Source: an optimization exercise on an open RTL-to-GDS flow (aim: small area, a short achievable clock period and few clock cycles per item). Production flows keep margins and buffers that such runs may drop. At most, simulation tests tie the RTL to the original design; equivalence was not proved. Only the layout flow was run in runs 1 to 3; the RTL was not checked for function there. Power and IR drop assume default switching activity.

**design/flow/run.sh**
```bash
#!/bin/bash
# synth_recipe.tcl (not shown) runs the flow's synth.tcl, then flattens the netlist and writes it again
# the make line also repeats each setting of config.mk as NAME=value (left out here)
make -C /OpenROAD-flow-scripts/flow DESIGN_CONFIG=/design/flow/config.mk WORK_HOME=/design/flow/orfs CLKGATE_MAP_FILE= SYNTH_SCRIPT=/design/flow/synth_recipe.tcl finish
```
**design/flow/config.mk**
```make
export PLATFORM = sky130hd
export DESIGN_NAME = audio_to_direct_recording_bits
export DESIGN_NICKNAME = audio_to_direct_recording_bits
export VERILOG_FILES = /design/flow/design.v
export SDC_FILE = /design/flow/constraint.sdc
export NUM_CORES = 4
export LEC_CHECK = 0
export CAP_MARGIN = 20
export CORE_MARGIN = 2
export CORE_UTILIZATION = 45
export SETUP_SLACK_MARGIN = 5
export SLEW_MARGIN = 20
```
**design/flow/constraint.sdc**
```tcl
create_clock -name core_clock -period 9.0 [get_ports {clk_i}]
set_input_delay 1.8000 -clock core_clock [delete_from_list [all_inputs] [get_ports {clk_i}]]
set_output_delay 1.8000 -clock core_clock [all_outputs]
set_load 0.01 [all_outputs]
```
**design/flow/design.v**
```verilog
package atdrb_pkg;
  localparam int unsigned CNT_W   = 9;
  localparam int unsigned TOTAL_W = 24;
  typedef logic [CNT_W-1:0]   cnt_t;
  typedef logic [TOTAL_W-1:0] total_t;
  typedef enum logic [1:0] {
    REG_THRESHOLD = 2'd0,
    REG_MODE      = 2'd1,
    REG_PERIOD    = 2'd2,
    REG_TSB       = 2'd3
  } reg_idx_e;
  typedef struct packed {
    logic level;
    logic last;
    logic clipped;
    cnt_t count;
  } pack_cmd_t;
endpackage
module atdrb_div (
  input  logic        clk_i,
  input  logic        rst_ni,
  input  logic        start_i,
  input  logic        dbl_i,
  input  logic        cmp_i,
  input  logic [23:0] period_i,
  input  logic [15:0] divisor_i,
  output logic        busy_o,
  output logic        done_o,
  output logic [8:0]  a_o,
  output logic [23:0] b_o,
  output logic        ge_o
);
  logic        busy_q;
  logic [3:0]  cnt_q;
  logic [15:0] rem_q;
  logic [15:0] quo_q;
  logic [7:0]  low_q;
  logic [16:0] rem_sh;
  logic [16:0] diff;
  logic        ge;
  logic        sat;
  assign rem_sh = {rem_q, (dbl_i || cmp_i) ? low_q[7] : quo_q[15]};
  assign diff   = rem_sh - {1'b0, divisor_i};
  assign ge     = !diff[16];
  assign sat    = quo_q[14:0] > 15'd252 || (quo_q[14:0] == 15'd252 && ge);
  always_ff @(posedge clk_i or negedge rst_ni) begin
    if (!rst_ni) begin
      busy_q <= 1'b0;
    end else if (start_i) begin
      busy_q <= 1'b1;
    end else if (busy_q && cnt_q == 4'd15) begin
      busy_q <= 1'b0;
    end
  end
  always_ff @(posedge clk_i) begin
    if (start_i) begin
      cnt_q <= '0;
      rem_q <= '0;
      quo_q <= period_i[23:8];
      low_q <= period_i[7:0];
    end else if (busy_q || dbl_i) begin
      cnt_q <= cnt_q + 4'd1;
      rem_q <= ge ? diff[15:0] : rem_sh[15:0];
      if ((dbl_i || cnt_q == 4'd15) && sat) begin
        quo_q <= 16'd505;
      end else begin
        quo_q <= {quo_q[14:0], ge};
      end
      if (dbl_i) begin
        low_q <= {low_q[6:0], 1'b0};
      end
    end
  end
  assign busy_o = busy_q;
  assign done_o = busy_q && cnt_q == 4'd15;
  assign a_o    = quo_q[8:0];
  assign b_o    = {rem_q, low_q};
  assign ge_o   = ge;
endmodule
module atdrb_packer (
  input  logic        clk_i,
  input  logic        rst_ni,
  input  logic        cmd_valid_i,
  input  logic        cmd_level_i,
  input  logic [8:0]  cmd_bits_i,
  input  logic        cmd_clip_i,
  input  logic        cmd_last_i,
  output logic        full_o,
  output logic        out_valid_o,
  input  logic        out_ready_i,
  output logic [7:0]  packed_byte_o,
  output logic [3:0]  valid_bits_o,
  output logic        final_byte_o,
  output logic [23:0] total_bytes_o,
  output logic        run_clipped_o
);
  logic        pv_q;
  logic        pl_q;
  logic [8:0]  pleft_q;
  logic        plast_q;
  logic        pclip_q;
  logic        kv_q;
  logic        kl_q;
  logic [8:0]  kbits_q;
  logic        klast_q;
  logic        kclip_q;
  logic [6:0]  acc_q;
  logic [2:0]  held_q;
  logic        ov_q;
  logic [7:0]  obyte_q;
  logic [3:0]  ovb_q;
  logic        ofinal_q;
  logic [23:0] ototal_q;
  logic        oclip_q;
  logic [9:0]  tot;
  logic        full;
  logic [9:0]  rem;
  logic        need_emit;
  logic        out_free;
  logic        emit;
  logic        pdone;
  logic        p_free;
  logic [6:0]  acc_d;
  logic [2:0]  held_d;
  logic [8:0]  pleft_d;
  logic [3:0]  lim;
  logic [7:0]  mask;
  logic [7:0]  e_byte;
  assign tot       = {7'd0, held_q} + {1'b0, pleft_q};
  assign full      = tot[9:3] != '0;
  assign rem       = tot - 10'd8;
  assign need_emit = full || plast_q;
  assign out_free  = !ov_q || out_ready_i;
  assign emit      = pv_q && need_emit && out_free;
  assign lim       = full ? 4'd8 : tot[3:0];
  assign mask      = (8'hFF >> held_q) & ~(8'hFF >> lim);
  assign e_byte    = ({1'b0, acc_q} << (4'd8 - {1'b0, held_q})) | (pl_q ? mask : 8'h00);
  always_comb begin
    acc_d   = acc_q;
    held_d  = held_q;
    pleft_d = pleft_q;
    pdone   = 1'b0;
    if (pv_q) begin
      if (!need_emit) begin
        acc_d  = (acc_q << pleft_q[2:0]) | (pl_q ? ~(7'h7F << pleft_q[2:0]) : 7'h00);
        held_d = tot[2:0];
        pdone  = 1'b1;
      end else if (out_free) begin
        if (!full) begin
          held_d = '0;
          pdone  = 1'b1;
        end else if (rem[9:3] == '0) begin
          acc_d   = {7{pl_q}};
          held_d  = rem[2:0];
          pleft_d = '0;
          pdone   = !plast_q || rem[2:0] == '0;
        end else begin
          held_d  = '0;
          pleft_d = rem[8:0];
        end
      end
    end
  end
  assign p_free = !pv_q || pdone;
  assign full_o = kv_q;
  always_ff @(posedge clk_i or negedge rst_ni) begin
    if (!rst_ni) begin
      pv_q     <= 1'b0;
      kv_q     <= 1'b0;
      held_q   <= '0;
      ov_q     <= 1'b0;
      ofinal_q <= 1'b1;
    end else begin
      held_q <= held_d;
      if (p_free) begin
        pv_q <= kv_q || cmd_valid_i;
        kv_q <= 1'b0;
      end else if (cmd_valid_i) begin
        kv_q <= 1'b1;
      end
      if (emit) begin
        ov_q     <= 1'b1;
        ofinal_q <= plast_q && (!full || rem == '0);
      end else if (out_ready_i) begin
        ov_q <= 1'b0;
      end
    end
  end
  always_ff @(posedge clk_i) begin
    acc_q <= acc_d;
    if (p_free) begin
      pl_q    <= kv_q ? kl_q    : cmd_level_i;
      pleft_q <= kv_q ? kbits_q : cmd_bits_i;
      plast_q <= kv_q ? klast_q : cmd_last_i;
      pclip_q <= kv_q ? kclip_q : cmd_clip_i;
    end else begin
      pleft_q <= pleft_d;
    end
    if (!p_free && cmd_valid_i) begin
      kl_q    <= cmd_level_i;
      kbits_q <= cmd_bits_i;
      klast_q <= cmd_last_i;
      kclip_q <= cmd_clip_i;
    end
    if (emit) begin
      obyte_q  <= e_byte;
      ovb_q    <= lim;
      ototal_q <= ofinal_q ? 24'd1 : ototal_q + 24'd1;
      oclip_q  <= pclip_q;
    end
  end
  assign out_valid_o   = ov_q;
  assign packed_byte_o = obyte_q;
  assign valid_bits_o  = ovb_q;
  assign final_byte_o  = ofinal_q;
  assign total_bytes_o = ototal_q;
  assign run_clipped_o = oclip_q;
endmodule
module audio_to_direct_recording_bits (
  input  logic        clk_i,
  input  logic        rst_ni,
  input  logic        psel,
  input  logic        penable,
  input  logic        pwrite,
  input  logic [3:0]  paddr,
  input  logic [31:0] pwdata,
  output logic [31:0] prdata,
  output logic        pready,
  input  logic        in_valid_i,
  output logic        in_ready_o,
  input  logic [7:0]  sample_value_i,
  input  logic        is_last_i,
  output logic        out_valid_o,
  input  logic        out_ready_i,
  output logic [7:0]  packed_byte_o,
  output logic [3:0]  valid_bits_o,
  output logic        final_byte_o,
  output logic [23:0] total_bytes_o,
  output logic        run_clipped_o
);
  localparam logic [8:0]  Q_SAT   = 9'd505;
  localparam logic [23:0] RUN_MAX = 24'hFF_FFFE;   
  logic [7:0]  threshold_q;
  logic        mode_q;
  logic [23:0] period_q;
  logic [15:0] tsb_eff;            
  logic        tsb_zero_q;         
  logic        cfg_wr;
  assign pready  = 1'b1;
  assign cfg_wr  = psel && penable && pwrite;
  always_ff @(posedge clk_i or negedge rst_ni) begin
    if (!rst_ni) begin
      threshold_q <= 8'd127;
      mode_q      <= 1'b0;
      period_q    <= 24'd20317;
      tsb_eff     <= 16'd79;
      tsb_zero_q  <= 1'b0;
    end else if (cfg_wr) begin
      case (paddr[3:2])
        atdrb_pkg::REG_THRESHOLD: threshold_q <= pwdata[7:0];
        atdrb_pkg::REG_MODE:      mode_q      <= pwdata[0];
        atdrb_pkg::REG_PERIOD:    period_q    <= pwdata[23:0];
        atdrb_pkg::REG_TSB: begin
          tsb_eff    <= {pwdata[15:1], pwdata[0] || pwdata[15:0] == 16'd0};
          tsb_zero_q <= pwdata[15:0] == 16'd0;
        end
        default: ;
      endcase
    end
  end
  always_comb begin
    case (paddr[3:2])
      atdrb_pkg::REG_THRESHOLD: prdata = {24'd0, threshold_q};
      atdrb_pkg::REG_MODE:      prdata = {31'd0, mode_q};
      atdrb_pkg::REG_PERIOD:    prdata = {8'd0, period_q};
      atdrb_pkg::REG_TSB:       prdata = {16'd0, tsb_eff[15:1], tsb_eff[0] && !tsb_zero_q};
      default:                  prdata = '0;
    endcase
  end
  logic        dirty_q;
  logic        restore_q;
  logic        post_q;
  logic        hb_q;
  logic        rc_q;
  logic [4:0]  rc_cnt_q;
  logic        rc_end;
  logic        div_start;
  logic        div_busy;
  logic        div_done;
  logic [8:0]  step_a;
  logic [23:0] step_b;
  logic        div_ge;
  assign rc_end    = rc_q && rc_cnt_q == 5'd23;
  assign div_start = (dirty_q && !div_busy && !post_q && !rc_q) || rc_end;
  atdrb_div u_div (
    .clk_i     (clk_i),
    .rst_ni    (rst_ni),
    .start_i   (div_start),
    .dbl_i     (rc_q),
    .cmp_i     (post_q),
    .period_i  (period_q),
    .divisor_i (tsb_eff),
    .busy_o    (div_busy),
    .done_o    (div_done),
    .a_o       (step_a),
    .b_o       (step_b),
    .ge_o      (div_ge)
  );
  logic        open_q, open_d;
  logic        lvl_q, lvl_d;
  logic [23:0] ext_q, ext_d;      
  logic [24:0] g_q, g_d;
  logic [8:0]  q_q, q_d;          
  logic        defer_q, defer_d;
  logic        wrap;
  logic [24:0] g_new;
  logic [24:0] g_add;
  logic [9:0]  q_sum0;
  logic [9:0]  q_sum1;
  logic [8:0]  q_add0;
  logic [8:0]  q_add1;
  logic [8:0]  q_step;
  logic [8:0]  q_new;
  logic [9:0]  q_new_sum;
  assign wrap      = !g_q[24];
  assign g_new     = {1'b0, step_b} - {2'b0, tsb_eff, 7'd0};
  assign g_add     = g_q + {1'b0, step_b} - (wrap ? {1'b0, tsb_eff, 8'd0} : 25'd0);
  assign q_sum0    = {1'b0, q_q} + {1'b0, step_a};
  assign q_sum1    = q_sum0 + 10'd1;
  assign q_add0    = (q_sum0 >= {1'b0, Q_SAT}) ? Q_SAT : q_sum0[8:0];
  assign q_add1    = (q_sum1 >= {1'b0, Q_SAT}) ? Q_SAT : q_sum1[8:0];
  assign q_step    = ((rc_q || post_q) ? wrap : !g_add[24]) ? q_add1 : q_add0;
  assign q_new_sum = {1'b0, step_a} + {9'd0, hb_q};
  assign q_new     = (q_new_sum >= {1'b0, Q_SAT}) ? Q_SAT : q_new_sum[8:0];
  logic        s_v_q;
  logic        s_lvl_q;
  logic        s_last_q;
  logic        busy;
  logic        pk_full;
  logic        s_go;
  logic        take;
  assign busy       = dirty_q || div_busy || post_q || rc_q;
  assign s_go       = s_v_q && !busy && !defer_q &&
                      (!pk_full || (mode_q && (!open_q || s_lvl_q == lvl_q)));
  assign in_ready_o = !s_v_q || s_go;
  assign take       = in_valid_i && in_ready_o;
  always_ff @(posedge clk_i or negedge rst_ni) begin
    if (!rst_ni) begin
      s_v_q <= 1'b0;
    end else begin
      s_v_q <= take || (s_v_q && !s_go);
    end
  end
  always_ff @(posedge clk_i) begin
    if (take) begin
      s_lvl_q  <= sample_value_i > threshold_q;
      s_last_q <= is_last_i;
    end
  end
  logic        cmd_valid;
  logic        cmd_level;
  logic [8:0]  cmd_q;
  logic        cmd_last;
  logic [8:0]  cmd_bits;
  logic        cmd_clip;
  always_comb begin
    open_d    = open_q;
    lvl_d     = lvl_q;
    ext_d     = ext_q;
    g_d       = g_q;
    q_d       = q_q;
    defer_d   = defer_q;
    cmd_valid = 1'b0;
    cmd_level = lvl_q;
    cmd_q     = q_q;
    cmd_last  = 1'b1;
    if (post_q) begin
      if (restore_q) begin
        q_d = q_step;
      end else if (open_q) begin
        g_d = g_new;
        q_d = '0;
      end
    end else if (rc_q) begin
      if (ext_q[0]) begin
        g_d = g_add;
        q_d = q_step;
      end
      ext_d = {ext_q[0], ext_q[23:1]};
    end else if (defer_q) begin
      if (!pk_full) begin
        cmd_valid = 1'b1;
        open_d    = 1'b0;
        defer_d   = 1'b0;
      end
    end else if (s_go) begin
      cmd_last = s_last_q;
      if (!mode_q) begin
        cmd_valid = 1'b1;
        cmd_level = s_lvl_q;
        cmd_q     = 9'd1;
        if (s_last_q) open_d = 1'b0;
      end else if (!open_q) begin
        open_d  = 1'b1;
        lvl_d   = s_lvl_q;
        ext_d   = '0;
        g_d     = g_new;
        q_d     = q_new;
        defer_d = s_last_q;
      end else if (s_lvl_q == lvl_q) begin
        if (ext_q != RUN_MAX) begin
          ext_d = ext_q + 24'd1;
          g_d   = g_add;
          q_d   = q_step;
        end
        defer_d = s_last_q;
      end else begin
        cmd_valid = 1'b1;
        if (s_last_q) begin
          open_d = 1'b0;
        end else begin
          lvl_d = s_lvl_q;
          ext_d = '0;
          g_d   = g_new;
          q_d   = q_new;
        end
      end
    end
  end
  assign cmd_clip = cmd_q == Q_SAT;
  assign cmd_bits = {cmd_q[8:1], (cmd_q[0] && !cmd_clip) || cmd_q == '0};
  always_ff @(posedge clk_i or negedge rst_ni) begin
    if (!rst_ni) begin
      dirty_q   <= 1'b1;
      restore_q <= 1'b0;
      post_q    <= 1'b0;
      rc_q      <= 1'b0;
      open_q    <= 1'b0;
      defer_q   <= 1'b0;
    end else begin
      dirty_q   <= (cfg_wr && paddr[3]) || (dirty_q && !(div_start && !rc_q));
      post_q <= div_done;
      if (post_q && !restore_q && open_q) begin
        rc_q <= 1'b1;
      end else if (rc_end) begin
        rc_q <= 1'b0;
      end
      if (rc_end) begin
        restore_q <= 1'b1;
      end else if (post_q) begin
        restore_q <= 1'b0;
      end
      open_q  <= open_d;
      defer_q <= defer_d;
    end
  end
  always_ff @(posedge clk_i) begin
    lvl_q <= lvl_d;
    ext_q <= ext_d;
    g_q   <= g_d;
    q_q   <= q_d;
    if (post_q) begin
      hb_q <= div_ge;
    end
    if (post_q) begin
      rc_cnt_q <= '0;
    end else if (rc_q) begin
      rc_cnt_q <= rc_cnt_q + 5'd1;
    end
  end
  atdrb_packer u_pack (
    .clk_i         (clk_i),
    .rst_ni        (rst_ni),
    .cmd_valid_i   (cmd_valid),
    .cmd_level_i   (cmd_level),
    .cmd_bits_i    (cmd_bits),
    .cmd_clip_i    (cmd_clip),
    .cmd_last_i    (cmd_last),
    .full_o        (pk_full),
    .out_valid_o   (out_valid_o),
    .out_ready_i   (out_ready_i),
    .packed_byte_o (packed_byte_o),
    .valid_bits_o  (valid_bits_o),
    .final_byte_o  (final_byte_o),
    .total_bytes_o (total_bytes_o),
    .run_clipped_o (run_clipped_o)
  );
endmodule
```
==> run notes, run 1 <==
area grow syn2layout=22.7%; total of max-cap violations=0; Synth Area per Inst=9.53 um^2; Routed WL=43000 um; commonest register cell after synthesis=edfxtp_1; Worst EP arrival=2.71 ns; max-slew violation count=0; EDFF count, synth=154; Residual DRC=0; FFs w/ async S/R, synth=0.266; Worst-Margin Slew=0.951 ns; Die Area=0.0384 mm^2; Worst-Skew Late Latency=0.56 ns; worst clock skew=0.0113 ns; mux contribution to synthesized area=0.0827; CP startpoint kind=input port; DR vias/cell=5.53; nets=2052; Yosys cell types=82; total power=7.78 mW; DR vias=13200; Data required, critical path=7.20 ns; Mapped Area=0.0166 mm^2; vias in the first global route=12900; hold buffers post-CTS=0; top cell type's share of synthesized area=0.279; Reg clk slew, reported paths=0.06 ns; initial antenna violation count=0; Max Freq=222 MHz; gr usage total=0.220; die width=196 um; R2R Setup Slk=4.86 ns; num ports=125; Filler cells=3211; 1st-iter DRT viols=623; HPWL Detailed=29600 um; IO Port Bufs=105; drt wl/cell=18.0 um; Setup-failing EPs final=0; critical path class=in -> out; Worst slew margin=0.364; Die Ht=196 um; root buf cell=clkbuf_16; DRT antenna net count=0; global-route wire length before repair=68700 um; Synth Area in Compound Gates=0.147; status=no timing/DRC/antenna violations; Finished Layout Cells=2384; core outline area=0.0364 mm^2; placed cells=2261; crit end category=output port; Syn Inst Count=1741; period utilisation layout=0.501; sequential fraction of the synthesis area=0.409; residual overflow from global routing=0; Final TNS setup=0 ns; Finished Core Util=0.559; xor/xnor cell area share of the yosys netlist=0.0612; DR pass1 iterations=5; routability cong.=0.852; pwr dens=382 mW/mm^2; top post-synthesis cells by area=edfxtp_1 (28%), ha_1 (6.5%), dfrtp_1 (6.2%), mux2_2 (5.0%), nand2_1 (4.3%); area leader, netlist=edfxtp_1; critical path fanouts, max=5; Initial Util=0.455; RSZ-0062 raised after global routing=true; number of cell rows=70; H-tree levels=1; Post-Synth Adder-Cell Area=0.0890; final number of hold-violating endpoints=0; HP Class=reg -> reg; layout cells sized above 1=0.187; largest net degree at the start of global routing=66; Tmin final=4.51 ns; #FFs+latches synth=244; diode count=0; # clock sinks=244; CTS Buf Count=28; main combinational cell family by area after synthesis=simple AND/OR/NAND/NOR gates; LEAKAGE=8.41 nW; Clock Tree Buf Depth=3; CTS tree=built; Ys Warns=3; Synth Area in Simple Gates=0.157; maximum VDD drop=190 uV
==> synthesized netlist by cell type (25+ instances only) <==
| master | n |
|---|---|
| nand2_1 | 188 |
| edfxtp_1 | 154 |
| inv_1 | 154 |
| nor2_1 | 126 |
| o21ai_0 | 115 |
| ha_1 | 86 |
| mux2_2 | 73 |
| a21oi_1 | 72 |
| xor2_1 | 61 |
| xnor2_1 | 55 |
| clkbuf_1 | 54 |
| mux2i_1 | 46 |
| nand3_1 | 44 |
| dfrtp_1 | 41 |
| a21o_1 | 37 |
| nor2b_1 | 28 |
| dfxtp_1 | 25 |
==> layer usage <==
metal / GRT usage / routed length [um] / vias to the layer above
li1: - / - / 6462
met1: 0.291 / 19400 / 6375
met2: 0.388 / 21000 / 281
met3: 0.0239 / 1630 / 57
met4: 0.0530 / 980 / 0
met5: 0 / 0 / -
==> critical path, cell delays in order <==
cell    delay (ns)
buf_12        0.12
buf_12        0.13
mux2_4        0.29
a22o_1        0.23
buf_2         0.14
==> sequential cells by signal, indices dropped and copies added (netlist names), 7 cells and up <==
register         cells
g_q                 25
ext_q               24
period_q            24
u_pack.ototal_q     24
tsb_eff             16
u_div.quo_q         16
u_div.rem_q         16
q_q                  9
u_pack.kbits_q       9
u_pack.pleft_q       9
threshold_q          8
u_div.low_q          8
u_pack.obyte_q       8
u_pack.acc_q         7
==> worst paths after layout <==
check	start	to	depth (start not counted)
hold reg to reg	u_pack.pclip_q$_DFFE_PN_	u_pack.oclip_q$_DFFE_PP_	0
setup reg to reg	g_q[24]$_DFFE_PP_	q_q[2]$_DFFE_PP_	17
min in group asynchronous	rst_ni	threshold_q[7]$_DFFE_PN0P_	1
max in group asynchronous	rst_ni	post_q$_DFF_PN0_	1
hold / removal	u_pack.pclip_q$_DFFE_PN_	u_pack.oclip_q$_DFFE_PP_	0
setup / recovery	paddr[2]	prdata[4]	5
==> per-stage QoR <==
step	instance area (um^2)	hold slack, ns	setup WS, ns
final	20400	0.425	4.49
after global routing	20400	0.445	4.46
after CTS	19900	0.427	4.48
after detailed placement	18100	0.405	3.33
after global placement	18100	0.404	3.38
after floorplan	16700	0.400	4.58
==> kinds of logic after synthesis <==
logic type,Yosys count
other cells,2
simple gates,545
flops,244
buf+inv,227
fa+ha+maj,106
xor+xnor,116
mux,124
compound gates,377
==> report_power, final <==
group / internal [mW] / switching [mW] / total, mW / leakage [nW]
sequential: 1.68 / 0.299 / 1.98 / 2.41
combinational: 2.03 / 2.58 / 4.61 / 5.55
clock: 0.709 / 0.485 / 1.19 / 0.462
total: 4.42 / 3.36 / 7.78 / 8.41
==> cells in the final DEF (no fill, tap or decap), drive strengths merged, types with 37 or more instances in the layout <==
cell type	instances
nand2	188
edfxtp	154
inv	154
nor2	127
o21ai	123
buf	106
ha	86
clkdlybuf4s50	77
mux2	75
a21oi	73
xor2	61
xnor2	55
mux2i	46
nand3	44
dfrtp	41
a21o	37
clkbuf	37
==> layout make-up <==
| cell class | instances | area (um^2) | area share |
|---|---|---|---|
| clock inverters | 16 | 178 | 0.00873 |
| clock buffers | 36 | 792 | 0.0389 |
| repair buffers | 188 | 1940 | 0.0952 |
| multi-input cells | 1278 | 9500 | 0.467 |
| well taps | 468 | 586 | 0.0288 |
| inverters | 154 | 578 | 0.0284 |
| flip-flops and latches | 244 | 6790 | 0.334 |
==> what timing repair did <==
action | CTS | global route
setup buffers | 40 | 20
setup endpoints to repair | 154 | 95
pin swaps | 30 | 37
resized for setup | 195 | 59
cloned | 9 | 2
==> inputs of run 2 (changes only) <==
--- a/design/flow/design.v
+++ b/design/flow/design.v
@@ -270,4 +270,8 @@
   end
+  logic [1:0] rsel_q;
+  always_ff @(posedge clk_i) begin
+    rsel_q <= paddr[3:2];
+  end
   always_comb begin
-    case (paddr[3:2])
+    case (rsel_q)
       atdrb_pkg::REG_THRESHOLD: prdata = {24'd0, threshold_q};
==> run notes, run 2 <==
status=no timing/DRC/antenna violations; LEAKAGE=8.17 nW; Data required, critical path=7.20 ns; Worst slew margin=0.338; Clock Tree Buf Depth=3; Tmin final=3.97 ns; HP Class=reg -> reg; DR vias=13300; area leader, netlist=edfxtp_1; critical path class=reg -> out; Finished Core Util=0.550; sequential fraction of the synthesis area=0.410; Slowest-stage cell, CP=clkdlybuf4s50_1; H-tree levels=1; DP Worst Slack=3.69 ns; critical path fanouts, max=6; Initial Util=0.455; routability cong.=0.942; most common cell in the synthesized netlist=nand2_1; Synth Area per Inst=9.54 um^2; Synth Area in Compound Gates=0.159; diode count=0; root buf cell=clkbuf_16; number of cell rows=70; top post-synthesis cells by area=edfxtp_1 (28%), ha_1 (6.5%), dfrtp_1 (6.2%), dfstp_2 (3.8%), nand2_1 (3.8%); period utilisation layout=0.441; Worst-Margin Slew=0.988 ns; IO Port Bufs=105; met3 usage=0.0309; worst path bufs/invs=2; Worst EP arrival=2.17 ns; synth cell count leaders=nand2_1 (167), edfxtp_1 (154), inv_1 (152); total of max-cap violations=0; crit end category=output port; pwr dens=456 mW/mm^2; Worst-Skew Late Latency=0.54 ns; Die Ht=196 um; CTS Buf Count=28; final worst slack=5.03 ns; Syn Inst Count=1744; core outline area=0.0365 mm^2; HPWL Detailed=30600 um; area grow syn2layout=20.7%; Max Freq=252 MHz; # clock sinks=246; met2 usage=0.351; top cell type's share of synthesized area=0.278; critical path's top delay family=buffers and inverters; Reg clk slew, reported paths=0.06 ns; Final TNS setup=0 ns; gr busiest metal=met2; Post-Synth Adder-Cell Area=0.0887; Die Area=0.0385 mm^2; hold buffers post-CTS=0; routing usage on met1=0.320; FFs w/ async S/R, synth=0.264; vias in the first global route=13000; commonest register cell after synthesis=edfxtp_1; Worst path max stage delay=0.62 ns; DR pass1 iterations=6; 1st-iter DRT viols=863; Routed WL=43300 um; main combinational cell family by area after synthesis=simple AND/OR/NAND/NOR gates; CTS tree=built; final number of hold-violating endpoints=0; max FFs per register=25; xor/xnor cell area share of the yosys netlist=0.0663; Residual DRC=0; DRT antenna net count=0; num ports=125; gr usage total=0.222; EDFF count, synth=154; Top reg by flops=g_q; most common cell after layout, fill and taps aside=nand2_1; worst clock skew=0.0143 ns; global-route wire length before repair=69400 um; initial antenna violation count=3; max-slew violation count=0; total power=9.15 mW; RSZ-0062 raised after global routing=true; DR vias/cell=5.58; Mapped Area=0.0166 mm^2; layout cells sized above 1=0.166; Synth Area in Simple Gates=0.160; Setup-failing EPs final=0; CP Cell Sequence=buf_12 > mux2i_1 > o21ai_0 > clkdlybuf4s50_1; mux contribution to synthesized area=0.0612; nets=2052; die width=196 um; maximum VDD drop=338 uV; Yosys cell types=96; leading cell types in the layout, fill and taps excluded=nand2_1 (163), edfxtp_1 (154), inv_1 (146); #FFs+latches synth=246; CP startpoint kind=flop; drt wl/cell=18.1 um; Ys Warns=3; residual overflow from global routing=0; largest net degree at the start of global routing=66
run 2: cell count changes in the layout (fill, tap and decap cells not counted), moves of 10 or more:
cell	delta
buf_2	-17
nand2_1	-25
mux2_2	-16
buf_6	-14
a21boi_0	-10
a21oi_1	+32
clkdlybuf4s50_1	+24
nor2_1	+12
and2_1	+12
run 2: cell type report:
cell class	instances	area, um^2
inverter	154	604
sequential	246	6830
multi-input combinational	1282	9390
tap	468	586
clock inverter	13	73.8
timing repair buffer	182	1770
fill	3269	16400
clock buffer	39	825
run 2: cells by family (layout without fill, tap and decap cells):
kind of cell | Yosys count | in the layout
AND/OR/NAND/NOR | 545 | 545
AO/OA/AOI/OAI | 406 | 406
flip-flops | 246 | 246
buffers and inverters | 223 | 388
XOR/XNOR | 122 | 122
adder cells (fa/ha/maj) | 106 | 106
multiplexers | 94 | 94
other | 2 | 9
run 2: timing repair:
action | 4_1_cts | 5_1_grt
cloned | 1 | 1
resized for setup | 64 | 46
pin swaps | 17 | 32
setup buffers | 38 | 28
endpoints found under the setup margin | 147 | 89
run 2: per-layer routing:
layer / wire length [um] / vias to the layer above
met5: 46 / -
met4: 889 / 6
met3: 2260 / 65
met2: 19500 / 360
met1: 20600 / 6422
li1: - / 6461
run 2: power by group:
part	switching [mW]	total (mW)	internal, mW
Sequential	0.345	2.15	1.80
Combinational	3.31	5.89	2.58
Clock	0.474	1.11	0.640
run 2: metrics by stage:
step	hold slack (ns)	cell area, um^2	instances
3_3_place_gp	0.409	18100	2262
4_1_cts	0.426	19600	2353
2_1_floorplan	0.400	16700	1751
3_5_place_dp	0.422	18100	2262
5_1_grt	0.434	20100	2384
6_report	0.431	20100	2384
run 2: worst reg2reg max path, stage by stage (launching register included):
cell,delay (ns)
edfxtp_1,0.45
buf_12,0.18
nor2_2,0.10
fa_1,0.42
inv_2,0.08
ha_4,0.22
and4_4,0.20
o2111a_1,0.16
o21ai_4,0.10
nand4_1,0.15
buf_6,0.17
a31oi_4,0.17
mux2i_2,0.28
xnor2_2,0.15
or3_4,0.44
or2_0,0.24
a31o_1,0.19
run 2: final timing paths:
path | from | endpoint | slack [ns] | cells past startpoint
worst max-delay path | rsel_q[1]$_DFF_P_ | prdata[2] | 5.03 | 4
worst min register to register | u_pack.pclip_q$_DFFE_PN_ | u_pack.oclip_q$_DFFE_PP_ | 0.43 | 0
worst min-delay path | u_pack.pclip_q$_DFFE_PN_ | u_pack.oclip_q$_DFFE_PP_ | 0.43 | 0
worst max register to register | g_q[24]$_DFFE_PP_ | q_q[4]$_DFFE_PP_ | 5.04 | 16
min in group asynchronous | rst_ni | period_q[17]$_DFFE_PN0P_ | 1.37 | 1
max in group asynchronous | rst_ni | u_pack.held_q[1]$_DFFE_PN0P_ | 6.99 | 1
==> inputs of run 3 (changes only) <==
--- a/design/flow/design.v
+++ b/design/flow/design.v
@@ -23,3 +23,2 @@
   input  logic        dbl_i,
-  input  logic        cmp_i,
   input  logic [23:0] period_i,
@@ -29,4 +28,3 @@
   output logic [8:0]  a_o,
-  output logic [23:0] b_o,
-  output logic        ge_o
+  output logic [23:0] b_o
 );
@@ -41,3 +39,3 @@
   logic        sat;
-  assign rem_sh = {rem_q, (dbl_i || cmp_i) ? low_q[7] : quo_q[15]};
+  assign rem_sh = {rem_q, dbl_i ? low_q[7] : quo_q[15]};
   assign diff   = rem_sh - {1'b0, divisor_i};
@@ -77,3 +75,2 @@
   assign b_o    = {rem_q, low_q};
-  assign ge_o   = ge;
 endmodule
@@ -114,5 +111,10 @@
   logic        oclip_q;
-  logic [9:0]  tot;
+  logic [3:0]  lo;
+  logic [5:0]  hi;
+  logic        c8;
+  logic        hi_z;
   logic        full;
-  logic [9:0]  rem;
+  logic        rem_lt8;
+  logic        rem_z;
+  logic [5:0]  rem_hi;
   logic        need_emit;
@@ -128,5 +130,10 @@
   logic [7:0]  e_byte;
-  assign tot       = {7'd0, held_q} + {1'b0, pleft_q};
-  assign full      = tot[9:3] != '0;
-  assign rem       = tot - 10'd8;
+  assign lo        = {1'b0, held_q} + {1'b0, pleft_q[2:0]};
+  assign hi        = pleft_q[8:3];
+  assign c8        = lo[3];
+  assign hi_z      = hi == '0;
+  assign full      = !hi_z || c8;
+  assign rem_lt8   = c8 ? hi_z : hi == 6'd1;
+  assign rem_z     = rem_lt8 && lo[2:0] == '0;
+  assign rem_hi    = c8 ? hi : hi - 6'd1;
   assign need_emit = full || plast_q;
@@ -134,3 +141,3 @@
   assign emit      = pv_q && need_emit && out_free;
-  assign lim       = full ? 4'd8 : tot[3:0];
+  assign lim       = full ? 4'd8 : lo;
   assign mask      = (8'hFF >> held_q) & ~(8'hFF >> lim);
@@ -145,3 +152,3 @@
         acc_d  = (acc_q << pleft_q[2:0]) | (pl_q ? ~(7'h7F << pleft_q[2:0]) : 7'h00);
-        held_d = tot[2:0];
+        held_d = lo[2:0];
         pdone  = 1'b1;
@@ -151,10 +158,7 @@
           pdone  = 1'b1;
-        end else if (rem[9:3] == '0) begin
-          acc_d   = {7{pl_q}};
-          held_d  = rem[2:0];
-          pleft_d = '0;
-          pdone   = !plast_q || rem[2:0] == '0;
         end else begin
-          held_d  = '0;
-          pleft_d = rem[8:0];
+          acc_d   = {7{pl_q}};
+          held_d  = lo[2:0];
+          pleft_d = {rem_hi, 3'b000};
+          pdone   = rem_lt8 && (!plast_q || rem_z);
         end
@@ -182,3 +186,3 @@
         ov_q     <= 1'b1;
-        ofinal_q <= plast_q && (!full || rem == '0);
+        ofinal_q <= plast_q && (!full || rem_z);
       end else if (out_ready_i) begin
@@ -286,3 +290,2 @@
   logic        post_q;
-  logic        hb_q;
   logic        rc_q;
@@ -295,3 +298,2 @@
   logic [23:0] step_b;
-  logic        div_ge;
   assign rc_end    = rc_q && rc_cnt_q == 5'd23;
@@ -303,3 +305,2 @@
     .dbl_i     (rc_q),
-    .cmp_i     (post_q),
     .period_i  (period_q),
@@ -309,4 +310,3 @@
     .a_o       (step_a),
-    .b_o       (step_b),
-    .ge_o      (div_ge)
+    .b_o       (step_b)
   );
@@ -316,3 +316,3 @@
   logic [24:0] g_q, g_d;
-  logic [8:0]  q_q, q_d;          
+  logic [8:0]  q_q, q_d;
   logic        defer_q, defer_d;
@@ -321,9 +321,4 @@
   logic [24:0] g_add;
-  logic [9:0]  q_sum0;
-  logic [9:0]  q_sum1;
-  logic [8:0]  q_add0;
-  logic [8:0]  q_add1;
+  logic [9:0]  q_sum;
   logic [8:0]  q_step;
-  logic [8:0]  q_new;
-  logic [9:0]  q_new_sum;
   assign wrap      = !g_q[24];
@@ -331,9 +326,4 @@
   assign g_add     = g_q + {1'b0, step_b} - (wrap ? {1'b0, tsb_eff, 8'd0} : 25'd0);
-  assign q_sum0    = {1'b0, q_q} + {1'b0, step_a};
-  assign q_sum1    = q_sum0 + 10'd1;
-  assign q_add0    = (q_sum0 >= {1'b0, Q_SAT}) ? Q_SAT : q_sum0[8:0];
-  assign q_add1    = (q_sum1 >= {1'b0, Q_SAT}) ? Q_SAT : q_sum1[8:0];
-  assign q_step    = ((rc_q || post_q) ? wrap : !g_add[24]) ? q_add1 : q_add0;
-  assign q_new_sum = {1'b0, step_a} + {9'd0, hb_q};
-  assign q_new     = (q_new_sum >= {1'b0, Q_SAT}) ? Q_SAT : q_new_sum[8:0];
+  assign q_sum     = {1'b0, q_q} + {1'b0, step_a} + {9'd0, wrap};
+  assign q_step    = (q_sum >= {1'b0, Q_SAT}) ? Q_SAT : q_sum[8:0];
   logic        s_v_q;
@@ -378,8 +368,6 @@
     cmd_level = lvl_q;
-    cmd_q     = q_q;
+    cmd_q     = q_step;
     cmd_last  = 1'b1;
     if (post_q) begin
-      if (restore_q) begin
-        q_d = q_step;
-      end else if (open_q) begin
+      if (!restore_q && open_q) begin
         g_d = g_new;
@@ -411,3 +399,3 @@
         g_d     = g_new;
-        q_d     = q_new;
+        q_d     = '0;
         defer_d = s_last_q;
@@ -428,3 +416,3 @@
           g_d   = g_new;
-          q_d   = q_new;
+          q_d   = '0;
         end
@@ -466,5 +454,2 @@
     if (post_q) begin
-      hb_q <= div_ge;
-    end
-    if (post_q) begin
       rc_cnt_q <= '0;
==> run notes, run 3 <==
hold depth=0; CP Cell Sequence=buf_6 > and2_4 > nand2_1 > o21ai_0 > clkdlybuf4s50_1; Final TNS setup=0 ns; Syn Inst Count=1634; total of max-cap violations=0; CTS tree=built; vias in the first global route=11900; status=no timing/DRC/antenna violations; 1st-iter DRT viols=819; Yosys cell types=82; Worst EP arrival=2.10 ns; max FFs per register=25; die width=191 um; area occupied by multi-input gates=0.00814 mm^2; diode count=0; sequential fraction of the synthesis area=0.433; Comb power frac=0.588; DR pass1 iterations=5; FFs w/ async S/R, synth=0.265; Data required, critical path=7.20 ns; hold buffers post-CTS=0; gr usage total=0.211; main combinational cell family by area after synthesis=simple AND/OR/NAND/NOR gates; synth cell count leaders=nand2_1 (179), edfxtp_1 (153), inv_1 (150); crit end category=output port; Max Freq=257 MHz; Post-Synth Adder-Cell Area=0.0890; HPWL Detailed=28200 um; maximum VDD drop=208 uV; Worst path max stage delay=0.58 ns; critical path class=reg -> out; Routed WL=38000 um; Synth Area per Inst=9.60 um^2; residual overflow from global routing=0; Sequential Area=0.00679 mm^2; nets=1882; leading cell types in the layout, fill and taps excluded=nand2_1 (178), edfxtp_1 (153), inv_1 (148); Net Sw Frac=0.438; Residual DRC=0; period utilisation layout=0.433; EDFF count, synth=153; layout cells sized above 1=0.100; num ports=125; largest net degree at the start of global routing=66; Worst-Skew Late Latency=0.55 ns; most common cell after layout, fill and taps aside=nand2_1; # clock sinks=245; commonest register cell after synthesis=edfxtp_1; R2R Setup Slk=5.21 ns; Sw Pwr=3.40 mW; min-delay src=u_pack.pclip_q$_DFFE_PN_; area leader, netlist=edfxtp_1; total power=7.76 mW; RSZ-0062 raised after global routing=true; Worst-Margin Slew=1.04 ns; #FFs+latches synth=245; reg2reg path depth=13; DRT antenna net count=0; most common cell in the synthesized netlist=nand2_1; Synth Area in Simple Gates=0.152; drt wl/cell=17.2 um; Reg clk slew, reported paths=0.06 ns; Setup-failing EPs final=0; initial antenna violation count=0; final hold slack=0.456 ns; Hold Path End=u_pack.oclip_q$_DFFE_PP_; critical path fanouts, max=18; Initial Util=0.455; Mapped Area=0.0157 mm^2; CP startpoint kind=flop; Die Area=0.0364 mm^2; Clock Tree Buf Depth=3; R2R Path End=g_q[23]$_DFFE_PP_; mux contribution to synthesized area=0.0691; DR vias=12100; Slowest-stage cell, CP=clkdlybuf4s50_1; xor/xnor cell area share of the yosys netlist=0.0613; internal power=4.36 mW; number of cell rows=68; top post-synthesis cells by area=edfxtp_1 (29%), dfrtp_1 (6.5%), ha_1 (6.2%), nand2_1 (4.3%), dfstp_2 (4.0%); area grow syn2layout=16.2%; Synth Area in Compound Gates=0.140; max-slew violation count=0; Tmin final=3.90 ns; Ys Warns=3; IO Port Bufs=105; DR vias/cell=5.48; reg2reg start=g_q[24]$_DFFE_PP_; H-tree levels=1; Reg power frac=0.269; root buf cell=clkbuf_16; HP Class=reg -> reg; top cell type's share of synthesized area=0.293; worst clock skew=0.0107 ns; routability cong.=0.868; global-route wire length before repair=61700 um; pwr dens=425 mW/mm^2; core outline area=0.0345 mm^2; Top reg by flops=g_q; Worst slew margin=0.307; CTS Buf Count=28; Clk pwr share=0.143; final number of hold-violating endpoints=0; LEAKAGE=7.46 nW; Die Ht=191 um; Filler cells=3204
## run 3: layer usage
metal	track usage	wire [um]
met4	0.0546	800
met1	0.298	18000
met5	0	0
met2	0.343	17200
met3	0.0247	2000
## run 3: how the worst max path moves through the flow
stage / startpoint / to / slack, ns / cells after the start
after global placement: out_ready_i / u_pack.kbits_q[3]$_DFFE_PP_ / 4.38 / 7
after floorplan: out_ready_i / u_pack.kbits_q[0]$_DFFE_PP_ / 5.05 / 6
after global routing: rsel_q[1]$_DFF_P_ / prdata[3] / 5.00 / 4
final: rsel_q[1]$_DFF_P_ / prdata[2] / 5.10 / 5
after CTS: rsel_q[1]$_DFF_P_ / prdata[2] / 5.01 / 5
after detailed placement: out_ready_i / u_pack.kbits_q[6]$_DFFE_PP_ / 4.35 / 7
## run 3: metrics by stage
stage	setup WS [ns]	cell area [um^2]	instances	utilization
global route	5.00	18200	2208	0.529
global placement	4.38	17200	2146	0.498
CTS	5.01	18200	2203	0.527
floorplan	5.05	15700	1641	-
finish	5.10	18200	2208	0.529
detailed placement	4.35	17200	2147	0.499
## run 3: cells by family after synthesis
logic type	count (synthesis)
AO/OA/AOI/OAI	348
XOR/XNOR	109
adder cells (fa/ha/maj)	99
buffers and inverters	223
flip-flops	245
multiplexers	98
other	2
AND/OR/NAND/NOR	510
## run 3: critical path, delay by kind of cell (launching register included)
kind,cells,cell delay [ns]
buf+inv,2,0.82
simple gates,2,0.30
flops,1,0.33
compound gates,1,0.09
## run 3: power groups by stage
stage	Sequential (mW)	Clock (mW)	Combinational [mW]
after floorplan	2.02	0	3.43
after global placement	2.09	0	4.39
after detailed placement	2.10	0	4.48
after CTS	2.08	1.14	4.52
after global routing	2.14	1.18	5.11
final	2.09	1.11	4.56
## run 3: final cells by class
class                      instances  area share
tap                              455      0.0312
clock buffer                      48      0.0464
sequential                       245       0.372
inverter                         154      0.0319
clock inverter                     4     0.00302
timing repair buffer             129      0.0683
multi-input combinational       1173       0.447
## run 3: what timing repair did
action | CTS | global route
cloned | 0 | 0
setup buffers | 4 | 5
resized for setup | 18 | 7
pin swaps | 2 | 2
endpoints found under the setup margin | 25 | 16
==> inputs of run 4 (changes only) <==
--- a/design/flow/design.v
+++ b/design/flow/design.v
@@ -274,8 +274,4 @@
   end
-  logic [1:0] rsel_q;
-  always_ff @(posedge clk_i) begin
-    rsel_q <= paddr[3:2];
-  end
   always_comb begin
-    case (rsel_q)
+    case (paddr[3:2])
       atdrb_pkg::REG_THRESHOLD: prdata = {24'd0, threshold_q};
--- a/design/flow/config.mk
+++ b/design/flow/config.mk
@@ -10,2 +10,4 @@
 export CORE_UTILIZATION = 45
+export CTS_BUF_LIST = sky130_fd_sc_hd__clkbuf_4 sky130_fd_sc_hd__clkbuf_8
+export CTS_CLUSTER_SIZE = 30
 export SETUP_SLACK_MARGIN = 5
==> run notes, run 4 <==
Top reg by flops=g_q; status=no timing/DRC/antenna violations; gr usage total=0.211; max FFs per register=25; FFs w/ async S/R, synth=0.267; internal power=4.22 mW; LEAKAGE=7.62 nW; Reg clk slew, reported paths=0.05 ns; Mapped Area=0.0154 mm^2; Residual DRC=0; Setup-failing EPs final=0; max-slew violation count=0; min-delay src=u_pack.pclip_q$_DFFE_PN_; CP startpoint kind=input port; Worst slew margin=0.306; nets=1868; EDFF count, synth=153; HPWL Detailed=26200 um; DR vias/cell=5.40; RSZ-0062 raised after global routing=true; Yosys cell types=76; area leader, netlist=edfxtp_1; Net Sw Frac=0.442; Hold Path End=u_pack.oclip_q$_DFFE_PP_; CP Cell Sequence=buf_8 > inv_4 > buf_12 > mux4_2 > buf_6; root buf cell=clkbuf_8; DR pass1 iterations=7; Initial Util=0.459; layout cells sized above 1=0.160; worst path bufs/invs=4; R2R Setup Slk=5.15 ns; Worst path max stage delay=0.50 ns; initial antenna violation count=0; core outline area=0.0336 mm^2; Max Freq=222 MHz; sequential fraction of the synthesis area=0.438; Final TNS setup=0 ns; critical path class=in -> out; num ports=125; placed cells=2091; most common cell after layout, fill and taps aside=nand2_1; IO Port Bufs=105; DR WL met2=18000 um; DRT antenna net count=0; area occupied by multi-input gates=0.00801 mm^2; die width=189 um; most common cell in the synthesized netlist=nand2_1; largest net degree at the start of global routing=66; Worst-Margin Slew=1.04 ns; Reg power frac=0.277; Clk pwr share=0.142; top cell type's share of synthesized area=0.298; Slowest-stage cell, CP=mux4_2; Ys Warns=3; drt wl/cell=17.2 um; Synth Area per Inst=9.74 um^2; number of cell rows=67; synth cell count leaders=nand2_1 (177), edfxtp_1 (153), inv_1 (143); CTS Buf Count=46; reg2reg start=rc_q$_DFFE_PN0P_; met3 wire len=1750 um; pwr dens=415 mW/mm^2; DR vias=11900; diode count=0; total of max-cap violations=0; Sw Pwr=3.35 mW; Worst-Skew Late Latency=0.57 ns; vias in the first global route=11700; #FFs+latches synth=243; 1st-iter DRT viols=665; reg2reg path depth=13; global-route wire length before repair=61200 um; Data required, critical path=7.20 ns; critical path fanouts, max=3; leading cell types in the layout, fill and taps excluded=nand2_1 (175), edfxtp_1 (153), inv_1 (141); HP Class=reg -> reg; critical path's top delay family=multiplexers; Top Layer Used=met4; M1 wire length=17000 um; maximum VDD drop=172 uV; top post-synthesis cells by area=edfxtp_1 (30%), dfrtp_1 (6.6%), ha_1 (6.3%), nand2_1 (4.3%), dfstp_2 (4.1%); area grow syn2layout=18.3%; Worst EP arrival=2.71 ns; period utilisation layout=0.501; residual overflow from global routing=0; routability cong.=0.871; Die Ht=189 um; Filler cells=3067; Routed WL=37800 um; Comb power frac=0.580; commonest register cell after synthesis=edfxtp_1; Syn Inst Count=1584; hold depth=0; CTS tree=built; crit end category=output port; # clock sinks=243; Finished Layout Cells=2203; worst clock skew=0.0273 ns; final number of hold-violating endpoints=0; Clock Tree Buf Depth=3; R2R Path End=u_div.quo_q[9]$_DFFE_PP_; H-tree levels=2; Sequential Area=0.00675 mm^2; Tmin final=4.51 ns; Die Area=0.0358 mm^2
[run 4: cell types whose count changed after synthesis, moves of 4 or more]
cell and delta:
a21oi_1 -14, nor2b_1 -14, xor2_1 +11, inv_1 -7, o31ai_1 -7, o21ai_2 +6
o21a_1 -5, nor2_1 -4, o311a_1 -4
[run 4: how the worst max path moves through the flow]
stage	start	to	slack, ns	cells past startpoint
2_1_floorplan	paddr[2]	prdata[0]	4.67	4
3_3_place_gp	paddr[3]	prdata[16]	3.09	6
3_5_place_dp	paddr[3]	prdata[16]	3.06	6
4_1_cts	paddr[3]	prdata[0]	4.50	5
5_1_grt	paddr[3]	prdata[0]	4.48	5
6_report	paddr[3]	prdata[0]	4.49	5
[run 4: power by group through the flow]
stage	logic [mW]	clock network [mW]	registers (mW)
final	4.39	1.08	2.10
after global routing	4.94	1.16	2.15
after CTS	4.34	1.11	2.10
after detailed placement	4.29	0	2.11
after global placement	4.22	0	2.10
after floorplan	3.31	0	2.02
[run 4: what timing repair did]
item | 4_1_cts | 5_1_grt
cloned | 3 | 0
endpoints found under the setup margin | 38 | 56
resized for setup | 154 | 31
endpoints found under the hold margin | 0 | 0
buffers inserted | 16 | 7
hold buffers | 0 | 0
pin swaps | 13 | 10
[run 4: area by class of cell]
cell class | instances | share of cell area
Clock buffer | 65 | 0.0446
Clock inverter | 21 | 0.00555
Inverter | 145 | 0.0302
Multi-Input combinational cell | 1133 | 0.439
Sequential cell | 243 | 0.370
Tap cell | 448 | 0.0307
Timing Repair Buffer | 148 | 0.0803
[run 4: metal layers]
| metal | up-vias | track usage |
|---|---|---|
| met2 | 286 | 0.358 |
| met4 | 0 | 0.0733 |
| met3 | 81 | 0.0350 |
| met5 | - | 0 |
| li1 | 5822 | - |
| met1 | 5716 | 0.274 |
[run 4: cells by family after synthesis]
logic type	after synthesis	share of synthesized area
flops	243	0.438
fa+ha+maj	99	0.0905
xor+xnor	119	0.0680
other cells	2	0.000487
compound gates	321	0.132
mux	99	0.0723
simple gates	486	0.144
buf+inv	215	0.0553
[run 4: metrics by stage]
step / worst slack [ns] / utilization / total power [mW] / area [um^2] / hold WS [ns]
after floorplan: 4.67 / - / 5.33 / 15500 / 0.400
after global placement: 3.09 / 0.503 / 6.32 / 16900 / 0.408
after detailed placement: 3.06 / 0.503 / 6.40 / 16900 / 0.407
after CTS: 4.50 / 0.539 / 7.54 / 18100 / 0.420
after global routing: 4.48 / 0.543 / 8.25 / 18300 / 0.432
final: 4.49 / 0.543 / 7.57 / 18300 / 0.419
Testbench counts of run 4, summed over its fixed seeds: cycles 20,556, samples 19,200.
==> inputs of run 5 (changes only) <==
--- a/design/flow/config.mk
+++ b/design/flow/config.mk
@@ -12,3 +12,3 @@
 export CTS_CLUSTER_SIZE = 30
-export SETUP_SLACK_MARGIN = 5
+export SETUP_SLACK_MARGIN = 4.6
 export SLEW_MARGIN = 20
==> run notes, run 5 <==
status=no timing/DRC/antenna violations; layout cells sized above 1=0.156; Reg power frac=0.277; period utilisation layout=0.493; pwr dens=418 mW/mm^2; drt wl/cell=16.7 um; worst clock skew=0.0239 ns; area occupied by multi-input gates=0.00797 mm^2; Comb power frac=0.574; crit end category=output port; max-slew violation count=0; area grow syn2layout=17.9%; Syn Inst Count=1584; M1 wire length=16700 um; Clk pwr share=0.149; Finished Core Util=0.541; Clock Tree Buf Depth=3; diode count=0; LEAKAGE=7.58 nW; root buf cell=clkbuf_8; Initial Util=0.459; CTS Buf Count=45; Synth Area per Inst=9.74 um^2; Die Area=0.0358 mm^2; sequential fraction of the synthesis area=0.438; Worst-Skew Late Latency=0.56 ns; Ys Warns=3; vias in the first global route=11800; Worst EP arrival=2.63 ns; EDFF count, synth=153; HP Class=reg -> reg; DR pass1 iterations=5; Data required, critical path=7.20 ns; residual overflow from global routing=0; Final TNS setup=0 ns; die width=189 um; Top Layer Used=met4; FFs w/ async S/R, synth=0.267; Finished Layout Cells=2197; Tmin final=4.43 ns; Worst slew margin=0.343; DP Worst Slack=3.27 ns; DR WL met2=17700 um; min-delay src=u_pack.pclip_q$_DFFE_PN_; Sequential Area=0.00675 mm^2; Sw Pwr=3.31 mW; top cell type's share of synthesized area=0.298; initial antenna violation count=0; area leader, netlist=edfxtp_1; Residual DRC=0; 1st-iter DRT viols=695; DR vias=11800; global-route wire length before repair=60700 um; Mapped Area=0.0154 mm^2; Max Freq=226 MHz; routability cong.=0.861; Reg clk slew, reported paths=0.06 ns; synth cell count leaders=nand2_1 (177), edfxtp_1 (153), inv_1 (143); Die Ht=189 um; H-tree levels=2; gr usage total=0.208; DR vias/cell=5.39; placed cells=2090; placement-stage cell area=0.0169 mm^2; internal power=4.29 mW; reg2reg start=rc_q$_DFFE_PN0P_; #FFs+latches synth=243; commonest register cell after synthesis=edfxtp_1; max FFs per register=25; DRT antenna net count=0; final worst slack=4.57 ns; most common cell in the synthesized netlist=nand2_1; Worst-Margin Slew=0.982 ns; core outline area=0.0336 mm^2; design area=0.0182 mm^2; num ports=125; top post-synthesis cells by area=edfxtp_1 (30%), dfrtp_1 (6.6%), ha_1 (6.3%), nand2_1 (4.3%), dfstp_2 (4.1%); CP Launch Point=paddr[3]; most common cell after layout, fill and taps aside=nand2_1; met3 wire len=1450 um; CTS tree=built; # clock sinks=243; critical path fanouts, max=8; maximum VDD drop=200 uV; total of max-cap violations=0; Setup-failing EPs final=0; HPWL Detailed=26000 um; leading cell types in the layout, fill and taps excluded=nand2_1 (177), edfxtp_1 (153), inv_1 (141); CP startpoint kind=input port; Top reg by flops=g_q; Filler cells=3058; Yosys cell types=76; RSZ-0062 raised after global routing=true; Routed WL=36700 um; nets=1863; critical path class=in -> out; number of cell rows=67; largest net degree at the start of global routing=66; IO Port Bufs=105; Net Sw Frac=0.435; final number of hold-violating endpoints=0
run 5: path summary, 6_finish.rpt:
kind,endpoint,slack (ns),cells after the start
min in group asynchronous,tsb_eff[11]$_DFFE_PN0P_,1.42,2
worst min register to register,u_pack.oclip_q$_DFFE_PP_,0.43,0
max in group asynchronous,post_q$_DFF_PN0_,6.91,2
worst max register to register,u_div.quo_q[5]$_DFFE_PP_,4.99,13
worst min-delay path,u_pack.oclip_q$_DFFE_PP_,0.43,0
worst max-delay path,prdata[11],4.57,6
run 5: area by class of cell:
cell class                      instances  area share
Timing Repair inverter                  1    0.000413
Inverter                              145      0.0303
Timing Repair Buffer                  143      0.0761
Tap cell                              448      0.0308
Multi-Input combinational cell       1133       0.438
Clock inverter                         12     0.00626
Sequential cell                       243       0.371
Clock buffer                           72      0.0469
run 5: power by group through the flow:
| stage | registers (mW) | logic [mW] | clock network (mW) |
|---|---|---|---|
| global placement | 2.12 | 4.20 | 0 |
| CTS | 2.11 | 4.32 | 1.16 |
| detailed placement | 2.13 | 4.28 | 0 |
| floorplan | 2.02 | 3.30 | 0 |
| global route | 2.15 | 4.91 | 1.21 |
| finish | 2.10 | 4.36 | 1.13 |
run 5: cells by family (layout without fill, tap and decap cells):
group                      after synthesis  in the layout  share of synthesized area
AOI/OAI and AO/OA                      321            321                      0.132
adders and majority gates               99             99                     0.0905
xor gates and xnor gates               119            119                     0.0680
DFF                                    243            243                      0.438
buffers and inverters                  215            373                     0.0553
muxes                                   99             99                     0.0723
and+or+nand+nor                        486            486                      0.144
other                                    2              9                   0.000487
run 5: what timing repair did:
action,4_1_cts,5_1_grt
gates resized for setup,136,19
endpoints found under the setup margin,25,35
gates cloned,3,0
pin swaps,6,9
buffers inserted,7,13
hold buffers,0,0
run 5: worst max-delay path, cell delays in order:
cell	delay [ns]
buf_12	0.08
buf_4	0.15
clkinvlp_4	0.21
buf_4	0.20
nor2_2	0.06
buf_2	0.13
run 5: layer usage:
| layer | global-route usage | vias up |
|---|---|---|
| met5 | 0 | - |
| met4 | 0.0631 | 0 |
| met3 | 0.0265 | 59 |
| met2 | 0.358 | 261 |
| met1 | 0.274 | 5705 |
| li1 | - | 5815 |
run 5: per-stage QoR:
stage | power, mW | hold WS, ns
6_report | 7.60 | 0.428
5_1_grt | 8.27 | 0.462
4_1_cts | 7.60 | 0.436
3_5_place_dp | 6.41 | 0.422
3_3_place_gp | 6.32 | 0.404
2_1_floorplan | 5.33 | 0.400
==> inputs of run 6 (changes only) <==
--- a/design/flow/config.mk
+++ b/design/flow/config.mk
@@ -10,4 +10,4 @@
 export CORE_UTILIZATION = 45
-export CTS_BUF_LIST = sky130_fd_sc_hd__clkbuf_4 sky130_fd_sc_hd__clkbuf_8
-export CTS_CLUSTER_SIZE = 30
+export CTS_CLUSTER_DIAMETER = 80
+export CTS_CLUSTER_SIZE = 40
 export SETUP_SLACK_MARGIN = 4.6
==> run notes, run 6 <==
RSZ-0062 raised after global routing=true; routability cong.=0.861; Synth Area per Inst=9.74 um^2; min-delay src=u_pack.pclip_q$_DFFE_PN_; CTS Buf Count=17; final number of hold-violating endpoints=0; R2R Setup Slk=4.95 ns; maximum VDD drop=207 uV; EDFF count, synth=153; Max Freq=224 MHz; largest net degree at the start of global routing=66; Worst-Skew Late Latency=0.52 ns; Sequential Area=0.00675 mm^2; initial antenna violation count=0; number of cell rows=67; DR vias/cell=5.43; max-slew violation count=0; placed cells=2090; area occupied by multi-input gates=0.00797 mm^2; Yosys cell types=76; Tmin final=4.46 ns; nets=1834; hold depth=0; global-route wire length before repair=59700 um; total of max-cap violations=0; DR WL met2=17500 um; pwr dens=410 mW/mm^2; Finished Layout Cells=2142; num ports=125; # clock sinks=243; most common cell after layout, fill and taps aside=nand2_1; CP startpoint kind=input port; Syn Inst Count=1584; reg2reg start=rc_q$_DFFE_PN0P_; critical path fanouts, max=3; DR vias=11600; met3 wire len=1070 um; Worst slew margin=0.336; Mapped Area=0.0154 mm^2; Hold Path End=u_pack.oclip_q$_DFFE_PP_; max FFs per register=25; sequential fraction of the synthesis area=0.438; Final TNS setup=0 ns; M1 wire length=16900 um; worst path bufs/invs=3; top cell type's share of synthesized area=0.298; IO Port Bufs=105; Initial Util=0.459; Top Layer Used=met4; HPWL Detailed=26000 um; critical path class=in -> out; core outline area=0.0336 mm^2; area leader, netlist=edfxtp_1; Filler cells=3057; Setup-failing EPs final=0; 1st-iter DRT viols=731; Worst EP arrival=2.66 ns; DR pass1 iterations=5; Worst path max stage delay=0.52 ns; Reg clk slew, reported paths=0.09 ns; Finished Core Util=0.528; Residual DRC=0; vias in the first global route=11600; root buf cell=clkbuf_16; #FFs+latches synth=243; period utilisation layout=0.495; commonest register cell after synthesis=edfxtp_1; area grow syn2layout=15.1%; CTS tree=built; HP Class=reg -> reg; H-tree levels=1; Clock Tree Buf Depth=3; crit end category=output port; total power=7.28 mW; Ys Warns=3; most common cell in the synthesized netlist=nand2_1; DP Worst Slack=3.27 ns; Data required, critical path=7.20 ns; Top reg by flops=g_q; Worst-Margin Slew=0.996 ns; drt wl/cell=17.0 um; residual overflow from global routing=0; final worst slack=4.54 ns; Routed WL=36400 um; Die Ht=189 um; LEAKAGE=7.34 nW; gr usage total=0.204; diode count=0; worst clock skew=0.0307 ns; leading cell types in the layout, fill and taps excluded=nand2_1 (177), edfxtp_1 (153), inv_1 (142); Slowest-stage cell, CP=mux4_2; top post-synthesis cells by area=edfxtp_1 (30%), dfrtp_1 (6.6%), ha_1 (6.3%), nand2_1 (4.3%), dfstp_2 (4.1%); R2R Path End=u_div.quo_q[0]$_DFFE_PP_; CP Cell Sequence=buf_12 > clkinvlp_4 > mux4_2 > buf_6; layout cells sized above 1=0.127; die width=189 um; DRT antenna net count=0; synth cell count leaders=nand2_1 (177), edfxtp_1 (153), inv_1 (143); Die Area=0.0358 mm^2; FFs w/ async S/R, synth=0.267; status=no timing/DRC/antenna violations; reg2reg path depth=13; critical path's top delay family=multiplexers
run 6: cell types whose count changed in the layout (fill, tap and decap cells not counted), sizes merged:
cell	change
bufinv	-2
inv	+2
buf	-4
clkbuf	-48
clkinv	+1
clkinvlp	-1
clkdlybuf4s15	-3
run 6: cells by family after synthesis:
group,count (synthesis),synth area share
compound gates,321,0.132
xor+xnor,119,0.0680
fa+ha+maj,99,0.0905
buf+inv,215,0.0553
flops,243,0.438
mux,99,0.0723
other cells,2,0.000487
simple gates,486,0.144
run 6: worst max-delay path by stage:
stage                         from    endpoint  slack, ns  depth (start not counted)
after floorplan           paddr[2]   prdata[0]       4.63                          4
after global placement    paddr[3]   prdata[0]       3.29                          4
after detailed placement  paddr[3]   prdata[0]       3.27                          4
after CTS                 paddr[3]   prdata[0]       4.57                          4
after global routing      paddr[3]  prdata[23]       4.50                          7
final                     paddr[3]   prdata[0]       4.54                          4
run 6: report_power, final:
group / leakage, nW / switching [mW] / total (mW) / internal [mW]
Clock: 0.275 / 0.449 / 0.822 / 0.374
Combinational: 4.65 / 2.53 / 4.36 / 1.83
Sequential: 2.42 / 0.305 / 2.10 / 1.79
run 6: metrics by stage:
step	area, um^2	hold WS (ns)
finish	17800	0.436
global route	17800	0.471
CTS	17600	0.444
detailed placement	16900	0.422
global placement	16900	0.404
floorplan	15500	0.400
run 6: layer usage:
metal	track usage	vias up
met1	0.275	5606
met3	0.0171	51
met4	0.0541	0
li1	-	5730
met2	0.354	247
met5	0	-
run 6: final cells by class:
type                            instances  area share
Clock inverter                         12     0.00754
Sequential cell                       243       0.380
Timing Repair inverter                  1    0.000423
Timing Repair Buffer                  142      0.0768
Inverter                              145      0.0308
Multi-Input combinational cell       1133       0.449
Clock buffer                           18      0.0242
Tap cell                              448      0.0316
run 6: what timing repair did:
action | in CTS | in global routing
hold buffers | 0 | 0
pin swaps | 2 | 5
resized for setup | 115 | 32
setup buffers | 9 | 10
gates cloned | 3 | 0
endpoints found under the setup margin | 25 | 35
run 6: worst reg2reg max path: stages (launching register included):
cell,delay [ns]
dfrtp_1,0.35
buf_4,0.41
mux2i_1,0.20
ha_1,0.25
fa_1,0.42
nand2b_1,0.17
a21boi_0,0.24
o21ai_0,0.22
a21oi_2,0.35
a21oi_4,0.12
xnor2_2,0.14
buf_4,0.24
o41ai_4,0.54
a31oi_1,0.14
==> inputs of run 7 (changes only) <==
--- a/design/flow/config.mk
+++ b/design/flow/config.mk
@@ -10,5 +10,3 @@
 export CORE_UTILIZATION = 45
-export CTS_CLUSTER_DIAMETER = 80
-export CTS_CLUSTER_SIZE = 40
-export SETUP_SLACK_MARGIN = 4.6
+export SETUP_SLACK_MARGIN = 5
 export SLEW_MARGIN = 20
==> run notes, run 7 <==
routability cong.=0.871; DP Worst Slack=3.06 ns; internal power=4.32 mW; HPWL Detailed=26200 um; CP Launch Point=paddr[3]; drt wl/cell=17.2 um; xor/xnor cell area share of the yosys netlist=0.0680; leading cell types in the layout, fill and taps excluded=nand2_1 (175), edfxtp_1 (153), inv_1 (141); global-route wire length before repair=60900 um; Synth Area in Compound Gates=0.132; Reg clk slew, reported paths=0.06 ns; Worst slew margin=0.301; area leader, netlist=edfxtp_1; Top reg by flops=g_q; number of cell rows=67; most common cell in the synthesized netlist=nand2_1; Clk pwr share=0.150; Net Sw Frac=0.435; Top Layer Used=met4; min-delay src=u_pack.pclip_q$_DFFE_PN_; IO Port Bufs=105; max-slew violation count=0; crit end category=output port; num ports=125; Sequential Area=0.00675 mm^2; reg2reg start=rc_q$_DFFE_PN0P_; Ys Warns=3; critical path class=in -> out; #FFs+latches synth=243; maximum VDD drop=218 uV; mux contribution to synthesized area=0.0723; Routed WL=37400 um; HP Class=reg -> reg; Slowest-stage cell, CP=mux4_2; Die Ht=189 um; Data required, critical path=7.20 ns; DR pass1 iterations=5; main combinational cell family by area after synthesis=simple AND/OR/NAND/NOR gates; area grow syn2layout=18.2%; critical path fanouts, max=3; Post-Synth Adder-Cell Area=0.0905; worst clock skew=0.0166 ns; total of max-cap violations=0; nets=1851; CTS tree=built; Max Freq=222 MHz; Worst-Skew Late Latency=0.55 ns; diode count=0; final worst slack=4.50 ns; FFs w/ async S/R, synth=0.267; final number of hold-violating endpoints=0; Reg power frac=0.274; Mapped Area=0.0154 mm^2; Residual DRC=0; pwr dens=419 mW/mm^2; Sw Pwr=3.33 mW; DR vias/cell=5.41; Worst EP arrival=2.70 ns; top post-synthesis cells by area=edfxtp_1 (30%), dfrtp_1 (6.6%), ha_1 (6.3%), nand2_1 (4.3%), dfstp_2 (4.1%); DR vias=11700; met3 wire len=1450 um; DRT antenna net count=0; die width=189 um; Yosys cell types=76; max FFs per register=25; sequential fraction of the synthesis area=0.438; EDFF count, synth=153; Synth Area per Inst=9.74 um^2; Clock Tree Buf Depth=3; worst path bufs/invs=4; Comb power frac=0.575; RSZ-0062 raised after global routing=true; Initial Util=0.459; Filler cells=3039; critical path's top delay family=multiplexers; period utilisation layout=0.500; CP startpoint kind=input port; commonest register cell after synthesis=edfxtp_1; residual overflow from global routing=0; CTS Buf Count=29; # clock sinks=243; vias in the first global route=11600; Tmin final=4.50 ns; Syn Inst Count=1584; largest net degree at the start of global routing=66; area occupied by multi-input gates=0.00801 mm^2; status=no timing/DRC/antenna violations; Final TNS setup=0 ns; most common cell after layout, fill and taps aside=nand2_1; Worst path max stage delay=0.50 ns; 1st-iter DRT viols=669; M1 wire length=16900 um; Die Area=0.0358 mm^2; Setup-failing EPs final=0; Worst-Margin Slew=1.05 ns; CP Cell Sequence=buf_8 > inv_4 > buf_12 > mux4_2 > buf_6; H-tree levels=1; layout cells sized above 1=0.143; root buf cell=clkbuf_16; synth cell count leaders=nand2_1 (177), edfxtp_1 (153), inv_1 (143); DR WL met2=18300 um; Synth Area in Simple Gates=0.144; core outline area=0.0336 mm^2; initial antenna violation count=0; gr usage total=0.209; LEAKAGE=7.59 nW; top cell type's share of synthesized area=0.298
==> run 7: cell counts after synthesis <==
No cell type changed its count.
==> run 7: final timing paths <==
check	to	slack [ns]	cells after the start
setup / recovery	prdata[0]	4.50	5
hold / removal	u_pack.oclip_q$_DFFE_PP_	0.42	0
setup reg to reg	u_div.quo_q[9]$_DFFE_PP_	5.17	13
hold reg to reg	u_pack.oclip_q$_DFFE_PP_	0.42	0
max in group asynchronous	post_q$_DFF_PN0_	6.89	2
min in group asynchronous	tsb_eff[12]$_DFFE_PN0P_	1.43	2
==> run 7: per-layer routing <==
layer	GRT usage	vias to the layer above
met4	0.0505	0
met1	0.276	5697
met2	0.366	221
met3	0.0261	50
li1	-	5775
met5	0	-
==> run 7: cell type report <==
cell class,instances,area share
clock buffers,44,0.0451
repair buffers,148,0.0795
well taps,448,0.0307
multi-input cells,1133,0.439
inverters,145,0.0302
flip-flops and latches,243,0.370
clock inverters,10,0.00562
==> run 7: power groups by stage <==
stage	sequential, mW	clock [mW]	combinational [mW]
after global placement	2.10	0	4.22
final	2.10	1.15	4.40
after CTS	2.10	1.17	4.35
after global routing	2.15	1.22	4.95
after floorplan	2.02	0	3.31
after detailed placement	2.11	0	4.29
==> run 7: what timing repair did <==
item                                    CTS  global route
setup buffers                            15             8
hold buffers                              0             0
gates resized for setup                 155            27
endpoints found under the setup margin   38            53
cloned                                    3             0
pin swaps                                13             8
==> run 7: cells by family (layout without fill, tap and decap cells) <==
kind of cell / Yosys count / after routing
buf+inv: 215 / 347
flops: 243 / 243
fa+ha+maj: 99 / 99
compound gates: 321 / 321
xor+xnor: 119 / 119
simple gates: 486 / 486
other cells: 2 / 9
mux: 99 / 99
==> run 7: worst reg2reg max path, cell delays in order, from the launching register on <==
cell and delay, ns:
dfrtp_1 0.42, buf_8 0.28, mux2i_1 0.15, ha_1 0.24, fa_1 0.40, nand2b_1 0.18, a21boi_0 0.25, o21ai_0 0.23
a21oi_2 0.31, a21oi_4 0.12, xnor2_2 0.14, buf_4 0.24, o41a_4 0.57, o21ai_2 0.16
==> run 7: through the flow <==
step	total power [mW]	hold WS, ns	util	std cells	cell area (um^2)
6_report	7.65	0.422	0.543	2171	18200
5_1_grt	8.31	0.443	0.543	2171	18200
4_1_cts	7.62	0.423	0.539	2163	18100
3_5_place_dp	6.40	0.407	0.503	2091	16900
3_3_place_gp	6.32	0.408	0.503	2091	16900
2_1_floorplan	5.33	0.400	-	1591	15500

[port drivers added, routing unchanged]
Ports are ideal in the flow. The routed layouts listed here were re-timed in OpenROAD. Step 1 assumes that a clkbuf_16 drives the clock port and a buf_2 every other input. Step 2 also shifts input and output timing later by t, the mid clock arrival at the registers, as if the neighbouring blocks saw the same clock. a / b / c = no drivers / after step 1 / after step 2; a / b = the first two.
run	t, ns	slack for setup (ns)
run 1	0.609	4.488 / 4.441 / 4.441
run 2	0.581	5.031 / 4.981 / 5.030
run 3	0.593	5.104 / 5.055 / 4.627
run 4	0.597	4.495 / 4.456 / 4.456
run 5	0.596	4.566 / 4.502 / 4.502
run 6	0.557	4.544 / 4.488 / 4.488
run 7	0.594	4.496 / 4.457 / 4.457
After both steps every run listed still meets setup and hold.
